This design comes from an exercise in tuning for small area, a short achievable clock period and few clock cycles per item on the open sky130 flow, not from production work.
Function was not checked in any run shown here: the RTL went through the layout flow alone.
No activity file was given, so power comes from the tool's default toggle rates.

==> flow/design.v, too long to show whole: its modules and the start of the top module <==
// module round_n_sat: 22 lines
// module iir_mac_dsp48: 782 lines
// module iir_fa: 4 lines
// module iir_ha: 4 lines
// module iir_cascade_sched: 271 lines
module iir_cascade_sched
#(
    parameter int Nsec   = 4,
    parameter int Ndint  = 3,
    parameter int Ndfrac = 22,
    parameter int Ncint  = 4,
    parameter int Ncfrac = 14
) (
    input  logic                       clk,
    input  logic                       reset,
    input  logic                       dv_in,
    input  logic [Ndint+Ndfrac-1:0]    d_in,
    output logic                       dv_out,
    output logic [Ndint+Ndfrac-1:0]    d_out,
    output logic                       busy,
    input  logic                       flush,
    input  logic                       coef_we,
    input  logic [$clog2(Nsec)+2:0]    coef_addr,
    input  logic [Ncint+Ncfrac-1:0]    coef_data,
    output logic                       ovr,
    output logic                       coef_err,
    input  logic                       err_clr
);
  // ...
==> flow/flow/run.sh <==
#!/bin/bash
set -euo pipefail
cd "$(dirname "${BASH_SOURCE[0]}")/.."
bash standard.sh SETUP_SLACK_MARGIN=6.5 finish > standard_flow.log 2>&1
==> flow/standard.sh <==
#!/bin/bash
# synth_recipe.tcl (not shown) runs the flow's synth.tcl, then flattens the netlist and writes it again
# the make line also repeats each setting of config.mk as NAME=value (left out here)
make -C /OpenROAD-flow-scripts/flow DESIGN_CONFIG=/design/flow/config.mk WORK_HOME=/design/flow/orfs CLKGATE_MAP_FILE= SYNTH_SCRIPT=/design/flow/synth_recipe.tcl "${@:-finish}"
==> flow/config.mk <==
export PLATFORM = sky130hd
export DESIGN_NAME = iir_cascade_sched
export DESIGN_NICKNAME = iir_cascade_sched
export VERILOG_FILES = /design/flow/design.v
export SDC_FILE = /design/flow/constraint.sdc
export NUM_CORES = 4
export LEC_CHECK = 0
export CAP_MARGIN = 20
export CORE_MARGIN = 2
export CORE_UTILIZATION = 40
export CTS_BUF_LIST = sky130_fd_sc_hd__clkbuf_16
export CTS_CLUSTER_DIAMETER = 120
export CTS_CLUSTER_SIZE = 20
export SLEW_MARGIN = 20
export SYNTH_HIERARCHICAL = 1
==> flow/constraint.sdc <==
create_clock -name core_clock -period 12.5 [get_ports {clk}]
set_input_delay 2.5000 -clock core_clock [delete_from_list [all_inputs] [get_ports {clk}]]
set_output_delay 2.5000 -clock core_clock [all_outputs]
set_load 0.01 [all_outputs]
==> flow_metrics.env, run 1 <==
export IMPL_route_detailed_drc=0
export IMPL_die_w_um=470.1
export IMPL_wl_met1_mm=121.0
export IMPL_postLayoutCoreUtil_pct=44.31
export IMPL_multiInputGateArea_mm2=0.05630
export IMPL_top_regs="coef_q x360, acc_q x180"
export IMPL_r2r_start="two_q[0]"
export IMPL_htree_levels=3
export IMPL_seq_power_share_pct=18.9
export IMPL_hold_end="x2_q[15]"
export IMPL_drive_gt1_share_pct=12.49
export IMPL_tns_ns=0
export IMPL_grt_use_total_pct=25.83
export IMPL_cp_num_cells=20
export IMPL_largest_reg_flops=360
export IMPL_cts_reportedPaths_clkPinSlew_ns=0.09
export IMPL_seq_cells=1081
export IMPL_reg2regPathDepth=20
export IMPL_crit_required_ns=13.08
export IMPL_cp_cell_sequence="buf_12 -> bufbuf_16 -> a22oi_1 -> xnor2_1 -> fa_1 -> fa_1 -> fa_1 -> fa_1 -> ha_1 -> or2_2 -> nand4_1 -> a21oi_1 -> o311a_1 -> o211ai_1 -> a21o_1 -> a211oi_2 -> nor4_4 -> buf_4 -> buf_12 -> a22oi_1"
export IMPL_clock_area_share_pct=2.393
export IMPL_rsz0062_at_grt="true"
export IMPL_grt_max_degree=77
export IMPL_route_met2_wl_mm=131.7
export IMPL_ant_nets=0
export IMPL_syn_avg_cell_area_um2=10.95
export IMPL_p_switching_mw=12.65
export IMPL_internal_power_mw=12.44
export IMPL_first_iter_violations=7862
export IMPL_power_leakage_nw=35.34
export IMPL_slew_viol_final=0
export IMPL_grtUsageMet1_pct=35.73
export IMPL_outcome="timing/DRC/antenna clean"
export IMPL_dr_wl_met3_mm=25.28
export IMPL_num_multi_input_gates=5893
export IMPL_fin_cells=10550
export IMPL_p_comb_mw=17.8
export IMPL_clk_latency_ns=0.74
export IMPL_holdWs_ns=0.4614
export IMPL_clock_power_mw=2.53
export IMPL_portBuffers=82
export IMPL_met2_usage_pct=39.82
export IMPL_timing_final_ws_setup_ns=6.294
==> module iir_cascade_sched, before the edit <==
module iir_cascade_sched
#(
    parameter int Nsec   = 4,
    parameter int Ndint  = 3,
    parameter int Ndfrac = 22,
    parameter int Ncint  = 4,
    parameter int Ncfrac = 14
) (
    input  logic                       clk,
    input  logic                       reset,
    input  logic                       dv_in,
    input  logic [Ndint+Ndfrac-1:0]    d_in,
    output logic                       dv_out,
    output logic [Ndint+Ndfrac-1:0]    d_out,
    output logic                       busy,
    input  logic                       flush,
    input  logic                       coef_we,
    input  logic [$clog2(Nsec)+2:0]    coef_addr,
    input  logic [Ncint+Ncfrac-1:0]    coef_data,
    output logic                       ovr,
    output logic                       coef_err,
    input  logic                       err_clr
);
    localparam int DW = Ndint + Ndfrac;            
    localparam int CW = Ncint + Ncfrac;            
    localparam int SW = 45;                        
    localparam int ND = (CW + 1) / 2;              
    localparam logic [SW-1:0] INIT = (SW'(1) << (Ncfrac - 1)) | (SW'(1) << (Ncfrac + DW - 1));
    logic           busy_q, dv_q, ovr_q, cerr_q, dirty_q;
    logic [7:0]     t_q;         
    logic [4:0]     p_q;         
    logic [DW-1:0]  xin_q;
    logic [DW-1:0]  x1_q, x2_q;
    logic           vx1_q, vx2_q;
    logic [2:0][DW-1:0] y1l_q;   
    logic [DW-1:0]  y13_q;       
    logic           n13_q, p13_q;    
    logic [3:0][DW-1:0] y2_q;
    logic [3:0]     vy1_q, vy2_q;
    logic [3:0][4:0][CW-1:0] coef_q;
    logic [3:0][4:0]         cv_q;
    logic [3:0][SW-1:0] acc_q;
    logic [3:0]         pv_q;
    logic [3:0][ND-1:0] one_q, two_q, sg_q;
    logic       w_accept, w_wr, w_prep;
    logic [7:0] w_t_n;
    logic [4:0] w_p_n;
    assign w_accept = dv_in && !busy_q && !flush;
    assign w_wr     = coef_we && !busy_q && (coef_addr[2:0] < 3'd5);
    assign w_prep   = dirty_q || w_wr;
    always_comb begin
        w_t_n[0] = !flush && ((w_accept && !w_prep) || p_q[4]);
        for (int k = 1; k < 8; k++)
            w_t_n[k] = !flush && !(w_accept && w_prep) && t_q[k-1];
        w_p_n[0] = !flush && w_accept && w_prep;
        for (int k = 1; k < 5; k++)
            w_p_n[k] = !flush && p_q[k-1];
    end
    logic [3:0]      w_ch;
    logic [3:0][4:1] w_st;
    logic [3:0][4:0] w_seln;
    always_comb begin
        for (int s = 0; s < 4; s++) begin
            w_ch[s]      = t_q[s];
            w_seln[s][0] = (s == 0) ? w_t_n[0] : t_q[(s + 3) % 4];
            for (int j = 1; j < 5; j++) begin
                w_st[s][j]   = t_q[s+j] || p_q[j];
                w_seln[s][j] = t_q[s+j-1] || p_q[j-1];
            end
        end
    end
    logic [3:0][CW-1:0] w_bn;
    logic [3:0]         w_negn;
    always_comb begin
        for (int s = 0; s < 4; s++) begin
            w_bn[s] = '0;
            for (int k = 0; k < 5; k++)
                if (w_seln[s][k] && cv_q[s][k])
                    w_bn[s] = w_bn[s] | coef_q[s][k];
            w_negn[s] = w_seln[s][3] || w_seln[s][4];
        end
    end
    logic [3:0][ND-1:0] w_one_n, w_two_n, w_sg_n;
    logic [3:0][CW:0]   w_bx;    
    always_comb begin
        for (int s = 0; s < 4; s++) begin
            w_bx[s] = {w_bn[s], 1'b0};
            for (int i = 0; i < ND; i++) begin
                w_one_n[s][i] = w_bx[s][2*i+1] ^ w_bx[s][2*i];
                w_two_n[s][i] = (w_bx[s][2*i+2] & ~w_bx[s][2*i+1] & ~w_bx[s][2*i])
                              | (~w_bx[s][2*i+2] & w_bx[s][2*i+1] & w_bx[s][2*i]);
                w_sg_n[s][i]  = w_bx[s][2*i+2] ^ w_negn[s];
            end
        end
    end
    logic [3:0][DW-1:0] w_y1;
    logic [3:0][DW-1:0] w_a;
    logic [3:0][SW-1:0] w_base;
    logic [3:0][SW-1:0] w_sum;
    logic [3:0][DW-1:0] w_y, w_nxt;
    logic [3:0]         w_neg, w_pos;
    logic [DW-1:0]      w_y13;       
    function automatic logic [DW-1:0] sat(input logic [DW-1:0] v, input logic n,
                                          input logic p);
        sat = n ? {1'b1, {(DW-1){1'b0}}} : p ? {1'b0, {(DW-1){1'b1}}} : v;
    endfunction
    assign w_y13 = sat(y13_q, n13_q, p13_q);
    assign w_y1  = {w_y13, y1l_q};
    logic [3:0] w_yld;
    assign w_yld = {w_ch[3], w_ch[3:1]};
    logic       w_vx1_n, w_vx2_n;
    logic [3:0] w_vy1_n, w_vy2_n, w_pv_n;
    always_comb begin
        w_vx1_n = !flush && (w_ch[0] || vx1_q);
        w_vx2_n = !flush && (w_ch[0] ? vx1_q : vx2_q);
        for (int s = 0; s < 4; s++) begin
            w_vy1_n[s] = !flush && (w_yld[s] || vy1_q[s]);
            w_vy2_n[s] = !flush && (w_yld[s] ? vy1_q[s] : vy2_q[s]);
            w_pv_n[s]  = !flush && (w_st[s][1] || w_st[s][2] || w_st[s][3] || w_st[s][4]
                                    || pv_q[s]);
        end
    end
    logic       w_vx1_s, w_vx2_s;
    logic [3:0] w_vy1_s, w_vy2_s, w_pv_s;
    always_comb begin
        w_vx1_s = w_ch[0] || vx1_q;
        w_vx2_s = w_ch[0] ? vx1_q : vx2_q;
        for (int s = 0; s < 4; s++) begin
            w_vy1_s[s] = w_yld[s] || vy1_q[s];
            w_vy2_s[s] = w_yld[s] ? vy1_q[s] : vy2_q[s];
            w_pv_s[s]  = w_st[s][1] || w_st[s][2] || w_st[s][3] || w_st[s][4] || pv_q[s];
        end
    end
    logic [3:0][DW-1:0] a_q, w_a_n, w_h_n;
    logic [3:0]         bsel_q, w_bsel_n;
    always_comb begin
        w_h_n[0] = ({DW{w_seln[0][1] && w_vx1_s}} & (w_ch[0] ? xin_q : x1_q))
                 | ({DW{w_seln[0][2] && w_vx2_s}} & x2_q)
                 | ({DW{w_seln[0][3] && w_vy1_s[0]}} & w_y1[0])
                 | ({DW{w_seln[0][4] && w_vy2_s[0]}} & y2_q[0]);
        w_a_n[0] = w_seln[0][0] ? (p_q[4] ? xin_q : d_in) : w_h_n[0];
        for (int s = 1; s < 4; s++) begin
            w_h_n[s] = ({DW{w_seln[s][1] && w_vy1_s[s-1]}} & (w_ch[s] ? w_a[s] : w_y1[s-1]))
                     | ({DW{w_seln[s][2] && w_vy2_s[s-1]}} & y2_q[s-1])
                     | ({DW{w_seln[s][3] && w_vy1_s[s]}} & w_y1[s])
                     | ({DW{w_seln[s][4] && w_vy2_s[s]}} & y2_q[s]);
            w_a_n[s]  = w_nxt[s-1];
        end
        for (int s = 0; s < 4; s++) begin
            w_bsel_n[s] = !w_seln[s][1] && w_pv_s[s];
        end
    end
    always_comb begin
        w_a = a_q;
        for (int s = 0; s < 4; s++) begin
            w_base[s] = bsel_q[s] ? acc_q[s] : INIT;
        end
    end
    for (genvar s = 0; s < 4; s++) begin : g_sec
        iir_mac_dsp48 u_mac (
            .a    (w_a[s]),
            .one  (one_q[s]),
            .two  (two_q[s]),
            .sg   (sg_q[s]),
            .base (w_base[s]),
            .s    (w_sum[s]),
            .y    (w_y[s]),
            .neg  (w_neg[s]),
            .pos  (w_pos[s]),
            .sel  ((s < 3) ? w_seln[(s + 1) % 4][0] : 1'b0),
            .h    ((s < 3) ? w_h_n[(s + 1) % 4] : '0),
            .nxt  (w_nxt[s])
        );
    end
    always_ff @(posedge clk) begin
        if (w_accept) begin
            xin_q <= d_in;
        end
        if (!flush && w_ch[0]) begin
            x1_q <= xin_q;
            x2_q <= x1_q;
        end
        for (int s = 0; s < 3; s++) begin
            if (!flush && w_yld[s]) begin
                y1l_q[s] <= w_a[s+1];
            end
        end
        for (int s = 0; s < 4; s++) begin
            if (!flush && w_yld[s]) begin
                y2_q[s] <= w_y1[s];
            end
            acc_q[s] <= w_sum[s];
        end
        for (int s = 0; s < 4; s++) begin
            for (int k = 0; k < 5; k++) begin
                if (w_wr && coef_addr == 5'(s * 8 + k)) begin
                    coef_q[s][k] <= coef_data;
                end
            end
        end
        a_q   <= w_a_n;
        one_q <= w_one_n;
        two_q <= w_two_n;
        sg_q  <= w_sg_n;
    end
    always_ff @(posedge clk or posedge reset) begin
        if (reset) begin
            y13_q <= '0;
            n13_q <= 1'b0;
            p13_q <= 1'b0;
        end else if (!flush && w_ch[3]) begin
            y13_q <= w_y[3];
            n13_q <= w_neg[3];
            p13_q <= w_pos[3];
        end
    end
    always_ff @(posedge clk or posedge reset) begin
        if (reset) begin
            busy_q  <= 1'b0;
            dv_q    <= 1'b0;
            ovr_q   <= 1'b0;
            cerr_q  <= 1'b0;
            dirty_q <= 1'b0;
            t_q     <= '0;
            p_q     <= '0;
            vx1_q   <= 1'b0;
            vx2_q   <= 1'b0;
            vy1_q   <= '0;
            vy2_q   <= '0;
            pv_q    <= '0;
            cv_q    <= '0;
            bsel_q  <= '0;
        end else begin
            t_q    <= w_t_n;
            p_q    <= w_p_n;
            dv_q   <= !flush && t_q[3];
            ovr_q  <= (dv_in && busy_q && !flush) || (ovr_q && !err_clr);
            cerr_q <= (coef_we && busy_q) || (cerr_q && !err_clr);
            if (flush) begin
                busy_q <= 1'b0;
            end else if (w_accept) begin
                busy_q <= 1'b1;
            end else if (t_q[3]) begin
                busy_q <= 1'b0;
            end
            if (flush || w_accept) begin
                dirty_q <= 1'b0;
            end else if (w_wr) begin
                dirty_q <= 1'b1;
            end
            for (int s = 0; s < 4; s++) begin
                for (int k = 0; k < 5; k++) begin
                    if (w_wr && coef_addr == 5'(s * 8 + k)) begin
                        cv_q[s][k] <= 1'b1;
                    end
                end
            end
            vx1_q  <= w_vx1_n;
            vx2_q  <= w_vx2_n;
            vy1_q  <= w_vy1_n;
            vy2_q  <= w_vy2_n;
            pv_q   <= w_pv_n;
            bsel_q <= w_bsel_n;
        end
    end
    assign dv_out   = dv_q;
    assign d_out    = w_y13;
    assign busy     = busy_q;
    assign ovr      = ovr_q;
    assign coef_err = cerr_q;
endmodule
==> run 2, diff against run 1 <==
--- a/flow/design.v
+++ b/flow/design.v
@@ -61,17 +61,19 @@
     input  wire [8:0] sg,
     input  wire [44:0] base,
     output wire [44:0] s,
     output wire [24:0] y,
     output wire        neg,
     output wire        pos,
     input  wire        sel,
     input  wire [24:0] h,
-    output wire [24:0] nxt
+    output wire [24:0] nxt,
+    output wire        nneg,
+    output wire        npos
 );
     wire one0 = one[0];
     wire two0 = two[0];
     wire sg0  = sg[0];
     wire one1 = one[1];
     wire two1 = two[1];
     wire sg1  = sg[1];
     wire one2 = one[2];
@@ -829,17 +831,19 @@
     iir_ha u_hs487 (.a(1'b1), .b(base[43]), .s(hs487), .co(hc488));
     iir_ha u_hs489 (.a(1'b1), .b(base[44]), .s(hs489), .co(hc490));
     wire [44:0] r0 = {hc488, hc486, hs485, fs483, fc480, fs479, fc476, fc474, fs473, fc470, fc468, fc466, fc464, fs463, fc460, fc458, fc456, fc454, fc452, fc450, fc448, fc446, fc444, fc442, fc440, fc438, fc436, fc434, fc432, fc430, fc428, fc426, fc424, fc422, fc420, fc418, fc416, fc414, fc412, fc410, fc408, fc406, hc404, hc402, pp0[0]};
     wire [44:0] r1 = {hs489, hs487, fc484, fc482, fs481, fc478, fs477, fs475, fc472, fs471, fs469, fs467, fs465, fc462, fs461, fs459, fs457, fs455, fs453, fs451, fs449, fs447, fs445, fs443, fs441, fs439, fs437, fs435, fs433, fs431, fs429, fs427, fs425, fs423, fs421, fs419, fs417, fs415, fs413, fs411, fs409, fs407, fs405, hs403, hs401};
     assign s = r0 + r1;
     assign neg = s[44];
     assign pos = !s[44] && (|s[43:39]);
     assign y = {~s[38], s[37:14]};
-    assign nxt  = !sel ? h : neg ? {1'b1, 24'h000000} : pos ? {1'b0, 24'hffffff} : y;
+    assign nxt  = sel ? y : h;
+    assign nneg = sel && neg;
+    assign npos = sel && pos;
 endmodule
 module iir_fa (input wire a, input wire b, input wire c, output wire s, output wire co);
     assign s  = a ^ b ^ c;
     assign co = (a & b) | (a & c) | (b & c);
 endmodule
 module iir_ha (input wire a, input wire b, output wire s, output wire co);
     assign s  = a ^ b;
     assign co = a & b;
@@ -884,17 +888,18 @@
     logic [DW-1:0]  y13_q;       
     logic           n13_q, p13_q;    
     logic [3:0][DW-1:0] y2_q;
     logic [3:0]     vy1_q, vy2_q;
     logic [3:0][4:0][CW-1:0] coef_q;
     logic [3:0][4:0]         cv_q;
     logic [3:0][SW-1:0] acc_q;
     logic [3:0]         pv_q;
-    logic [3:0][ND-1:0] one_q, two_q, sg_q;
+    logic [3:0][CW-1:0] b_q;         
+    logic [3:0]         neg_q;       
     logic       w_accept, w_wr, w_prep;
     logic [7:0] w_t_n;
     logic [4:0] w_p_n;
     assign w_accept = dv_in && !busy_q && !flush;
     assign w_wr     = coef_we && !busy_q && (coef_addr[2:0] < 3'd5);
     assign w_prep   = dirty_q || w_wr;
     always_comb begin
         w_t_n[0] = !flush && ((w_accept && !w_prep) || p_q[4]);
@@ -923,35 +928,35 @@
         for (int s = 0; s < 4; s++) begin
             w_bn[s] = '0;
             for (int k = 0; k < 5; k++)
                 if (w_seln[s][k] && cv_q[s][k])
                     w_bn[s] = w_bn[s] | coef_q[s][k];
             w_negn[s] = w_seln[s][3] || w_seln[s][4];
         end
     end
-    logic [3:0][ND-1:0] w_one_n, w_two_n, w_sg_n;
+    logic [3:0][ND-1:0] w_one, w_two, w_sg;
     logic [3:0][CW:0]   w_bx;    
     always_comb begin
         for (int s = 0; s < 4; s++) begin
-            w_bx[s] = {w_bn[s], 1'b0};
+            w_bx[s] = {b_q[s], 1'b0};
             for (int i = 0; i < ND; i++) begin
-                w_one_n[s][i] = w_bx[s][2*i+1] ^ w_bx[s][2*i];
-                w_two_n[s][i] = (w_bx[s][2*i+2] & ~w_bx[s][2*i+1] & ~w_bx[s][2*i])
-                              | (~w_bx[s][2*i+2] & w_bx[s][2*i+1] & w_bx[s][2*i]);
-                w_sg_n[s][i]  = w_bx[s][2*i+2] ^ w_negn[s];
+                w_one[s][i] = w_bx[s][2*i+1] ^ w_bx[s][2*i];
+                w_two[s][i] = (w_bx[s][2*i+2] & ~w_bx[s][2*i+1] & ~w_bx[s][2*i])
+                            | (~w_bx[s][2*i+2] & w_bx[s][2*i+1] & w_bx[s][2*i]);
+                w_sg[s][i]  = w_bx[s][2*i+2] ^ neg_q[s];
             end
         end
     end
     logic [3:0][DW-1:0] w_y1;
     logic [3:0][DW-1:0] w_a;
     logic [3:0][SW-1:0] w_base;
     logic [3:0][SW-1:0] w_sum;
     logic [3:0][DW-1:0] w_y, w_nxt;
-    logic [3:0]         w_neg, w_pos;
+    logic [3:0]         w_neg, w_pos, w_nneg, w_npos;
     logic [DW-1:0]      w_y13;       
     function automatic logic [DW-1:0] sat(input logic [DW-1:0] v, input logic n,
                                           input logic p);
         sat = n ? {1'b1, {(DW-1){1'b0}}} : p ? {1'b0, {(DW-1){1'b1}}} : v;
     endfunction
     assign w_y13 = sat(y13_q, n13_q, p13_q);
     assign w_y1  = {w_y13, y1l_q};
     logic [3:0] w_yld;
@@ -975,54 +980,62 @@
         w_vx2_s = w_ch[0] ? vx1_q : vx2_q;
         for (int s = 0; s < 4; s++) begin
             w_vy1_s[s] = w_yld[s] || vy1_q[s];
             w_vy2_s[s] = w_yld[s] ? vy1_q[s] : vy2_q[s];
             w_pv_s[s]  = w_st[s][1] || w_st[s][2] || w_st[s][3] || w_st[s][4] || pv_q[s];
         end
     end
     logic [3:0][DW-1:0] a_q, w_a_n, w_h_n;
+    logic [3:1]         an_q, ap_q, w_an_n, w_ap_n;    
     logic [3:0]         bsel_q, w_bsel_n;
     always_comb begin
         w_h_n[0] = ({DW{w_seln[0][1] && w_vx1_s}} & (w_ch[0] ? xin_q : x1_q))
                  | ({DW{w_seln[0][2] && w_vx2_s}} & x2_q)
                  | ({DW{w_seln[0][3] && w_vy1_s[0]}} & w_y1[0])
                  | ({DW{w_seln[0][4] && w_vy2_s[0]}} & y2_q[0]);
         w_a_n[0] = w_seln[0][0] ? (p_q[4] ? xin_q : d_in) : w_h_n[0];
         for (int s = 1; s < 4; s++) begin
             w_h_n[s] = ({DW{w_seln[s][1] && w_vy1_s[s-1]}} & (w_ch[s] ? w_a[s] : w_y1[s-1]))
                      | ({DW{w_seln[s][2] && w_vy2_s[s-1]}} & y2_q[s-1])
                      | ({DW{w_seln[s][3] && w_vy1_s[s]}} & w_y1[s])
                      | ({DW{w_seln[s][4] && w_vy2_s[s]}} & y2_q[s]);
             w_a_n[s]  = w_nxt[s-1];
+            w_an_n[s] = w_nneg[s-1];
+            w_ap_n[s] = w_npos[s-1];
         end
         for (int s = 0; s < 4; s++) begin
             w_bsel_n[s] = !w_seln[s][1] && w_pv_s[s];
         end
     end
     always_comb begin
-        w_a = a_q;
+        w_a[0] = a_q[0];
+        for (int s = 1; s < 4; s++) begin
+            w_a[s] = sat(a_q[s], an_q[s], ap_q[s]);
+        end
         for (int s = 0; s < 4; s++) begin
             w_base[s] = bsel_q[s] ? acc_q[s] : INIT;
         end
     end
     for (genvar s = 0; s < 4; s++) begin : g_sec
         iir_mac_dsp48 u_mac (
             .a    (w_a[s]),
-            .one  (one_q[s]),
-            .two  (two_q[s]),
-            .sg   (sg_q[s]),
+            .one  (w_one[s]),
+            .two  (w_two[s]),
+            .sg   (w_sg[s]),
             .base (w_base[s]),
             .s    (w_sum[s]),
             .y    (w_y[s]),
             .neg  (w_neg[s]),
             .pos  (w_pos[s]),
             .sel  ((s < 3) ? w_seln[(s + 1) % 4][0] : 1'b0),
             .h    ((s < 3) ? w_h_n[(s + 1) % 4] : '0),
-            .nxt  (w_nxt[s])
+            .nxt  (w_nxt[s]),
+            .nneg (w_nneg[s]),
+            .npos (w_npos[s])
         );
     end
     always_ff @(posedge clk) begin
         if (w_accept) begin
             xin_q <= d_in;
         end
         if (!flush && w_ch[0]) begin
             x1_q <= xin_q;
@@ -1042,19 +1055,20 @@
         for (int s = 0; s < 4; s++) begin
             for (int k = 0; k < 5; k++) begin
                 if (w_wr && coef_addr == 5'(s * 8 + k)) begin
                     coef_q[s][k] <= coef_data;
                 end
             end
         end
         a_q   <= w_a_n;
-        one_q <= w_one_n;
-        two_q <= w_two_n;
-        sg_q  <= w_sg_n;
+        an_q  <= w_an_n;
+        ap_q  <= w_ap_n;
+        b_q   <= w_bn;
+        neg_q <= w_negn;
     end
     always_ff @(posedge clk or posedge reset) begin
         if (reset) begin
             y13_q <= '0;
             n13_q <= 1'b0;
             p13_q <= 1'b0;
         end else if (!flush && w_ch[3]) begin
             y13_q <= w_y[3];
==> flow/flow/run.sh (replaced) <==
#!/bin/bash
set -euo pipefail
cd "$(dirname "${BASH_SOURCE[0]}")/.."
bash standard.sh SETUP_SLACK_MARGIN=6 finish > standard_flow.log 2>&1
--- a/flow/config.mk
+++ b/flow/config.mk
@@ -5,11 +5,11 @@
 export SDC_FILE = /design/flow/constraint.sdc
 export NUM_CORES = 4
 export LEC_CHECK = 0
 export CAP_MARGIN = 20
 export CORE_MARGIN = 2
 export CORE_UTILIZATION = 40
 export CTS_BUF_LIST = sky130_fd_sc_hd__clkbuf_16
 export CTS_CLUSTER_DIAMETER = 120
-export CTS_CLUSTER_SIZE = 20
+export CTS_CLUSTER_SIZE = 24
 export SLEW_MARGIN = 20
 export SYNTH_HIERARCHICAL = 1
==> flow_metrics.env, run 2 <==
export IMPL_top_register="coef_q"
export IMPL_place_hpwl_mm=195.0
export IMPL_min_path_type="register to register"
export IMPL_drive_gt1_share_pct=10.98
export IMPL_min_period_ns=6.450
export IMPL_arrival_ns=7.16
export IMPL_reg2regPathDepth=16
export IMPL_slew_limit_headroom_pct=25.56
export IMPL_grt_use_total_pct=25.46
export IMPL_fin_skew_ns=0.09897
export IMPL_largest_reg_flops=360
export IMPL_outcome="timing/DRC/antenna clean"
export IMPL_synth_warnings=7
export IMPL_final_cell_area_mm2=0.09200
export IMPL_min_path_cells=2
export IMPL_antenna_found_initial=19
export IMPL_endpoint_kind="register"
export IMPL_r2r_start="a_q[12]"
export IMPL_hold_buffers=0
export IMPL_grt_pass1_vias=63255
export IMPL_finalHoldViolCount=0
export IMPL_ant_nets=0
export IMPL_cp_max_fo=18
export IMPL_drv_cap=0
export IMPL_holdWs_ns=0.4113
export IMPL_firstDrtPassIters=8
export IMPL_placedCellCount=10023
export IMPL_die_w_um=465.2
export IMPL_syn_to_final_growth_pct=8.131
export IMPL_slew_viol_final=0
export IMPL_cts_path_max_buffers=3
export IMPL_placed_area_mm2=0.08924
export IMPL_grt_overflow=0
export IMPL_crit_path_start_kind="register"
export IMPL_timing_fmax_mhz=155.0
export IMPL_syn_inst=7640
export IMPL_portBuffers=82
export IMPL_min_period_over_period_pct=51.60
export IMPL_crit_required_ns=13.21
export IMPL_die_y_um=465.2
export IMPL_r2r_end="a_q[44]"
export IMPL_coreArea_mm2=0.2117
export IMPL_clk_latency_ns=0.79
export IMPL_cts_buffers=55
export IMPL_syn_avg_cell_area_um2=11.14
export IMPL_ir_drop_mv=0.3310
export IMPL_power_density_mw_per_mm2=252.0
export IMPL_cts_reportedPaths_clkPinSlew_ns=0.11
export IMPL_route_detailed_drc=0
export IMPL_layout_common_cells="xnor2_1, a22oi_1, fa_1"
export IMPL_total_power_mw=23.19
export IMPL_setup_viol=0
export IMPL_dp_slack_ns=5.352
export IMPL_grt_max_degree=61
export IMPL_cts_root_buffer="clkbuf_16"
export IMPL_drt_total_wl_mm=281.2
export IMPL_worstMarginPinSlew_ns=1.115
export IMPL_routedWlPerCell_um=27.68
export IMPL_rows=169
export IMPL_start_util_pct=40.20
export IMPL_avgViaCountPerCell=6.134
export IMPL_gp_congestion=0.9676
export IMPL_rsz0062_at_grt="true"
export IMPL_grt_pass1_wl_mm=420.9
export IMPL_hold_start="coef_q[327]"
export IMPL_final_nets=8506
export IMPL_final_common_cell="xnor2_1"
export IMPL_top_regs="coef_q x360, acc_q x180"
export IMPL_fp_dieArea_mm2=0.2164
export IMPL_htree_levels=2
export IMPL_postLayoutCoreUtil_pct=43.47
export IMPL_reg2reg_slack_ns=6.05
export IMPL_tns_ns=0
export IMPL_fin_cells=10160
export IMPL_hold_end="b_q[57]"
export IMPL_first_iter_violations=7871
export IMPL_cts_tree="yes"
export IMPL_netlist_area_mm2=0.08508
export IMPL_path_class="register to register"
export IMPL_ios=83
export IMPL_cts_sinks=1055
export IMPL_power_leakage_nw=34.58
export IMPL_vias=62324
export IMPL_timing_final_ws_setup_ns=6.050
[run 2: power by group]
group          switching (mW)  internal (mW)
sequential              0.222           4.31
clock                    1.28          0.839
combinational            10.6           5.95
total                    12.1           11.1
[run 2: routing by layer]
layer  vias to the layer above  GRT usage, %  share of wire [%]
li1                      26512             -                  -
met1                     32021         35.73                 42
met2                      3271         38.81                 44
met3                       496         6.022                 10
met4                        24         7.979                3.3
met5                         -             0              0.064
[run 2: how the worst max path moves through the flow]
stage | from | to | slack (ns) | cells past startpoint
global route | b_q[39] | ap_q[3] | 5.97 | 19
floorplan | neg_q[3] | p13_q | 6.09 | 23
CTS | b_q[39] | ap_q[3] | 5.96 | 20
finish | a_q[12] | a_q[44] | 6.05 | 16
detailed placement | an_q[2] | ap_q[3] | 5.35 | 19
global placement | an_q[2] | ap_q[3] | 5.35 | 19
[run 2: repair_timing]
action / 4_1_cts / 5_1_grt
pin swaps: 10 / 4
setup buffers: 10 / 12
endpoints found under the setup margin: 71 / 72
gates resized for setup: 37 / 158
cloned: 6 / 4
[run 2: worst max-delay path: stages (launching register included)]
cell and delay, ns:
dfxtp_1 1.04, a22oi_1 0.29, xnor2_1 0.21, ha_1 0.32, fa_1 0.52, fa_1 0.40
fa_1 0.42, fa_1 0.51, ha_1 0.44, nand4_1 0.23, nor4_2 0.39, o211ai_1 0.24
o211ai_1 0.30, a221oi_1 0.21, o21ai_0 0.24, xor2_1 0.38, mux2_2 0.23
[run 2: area by class of cell]
type	count	area (um2)
fill	19685	119700
sequential	1055	27720
tap	2821	3530
inverter	93	361.6
antenna	1	2.502
timing repair buffer	357	3108
clock buffer	55	1376
multi-input combinational	5730	55550
clock inverter	48	355.3

what the ideal ports hide:
No port has a modelled driver above. Below, the same layouts with a new extraction and two added sets of constraints.
Step 1 assumes that a clkbuf_16 drives the clock port and a buf_2 every other input.
Step 2 also shifts input and output timing later by t, the mid clock arrival at the registers, as if the neighbouring blocks saw the same clock.
Three values: ideal ports, drivers, drivers and shift; two values: the first two.
run | t, ns | setup WS [ns] | hold slack, ns | worst setup path after step 2
run 1 | 0.815 | 6.294 / 6.294 / 6.294 | 0.461 / 0.461 / 0.461 | register to register
run 2 | 0.824 | 6.050 / 6.050 / 6.050 | 0.411 / 0.411 / 0.411 | register to register
After both steps setup and hold are still met in every run listed.
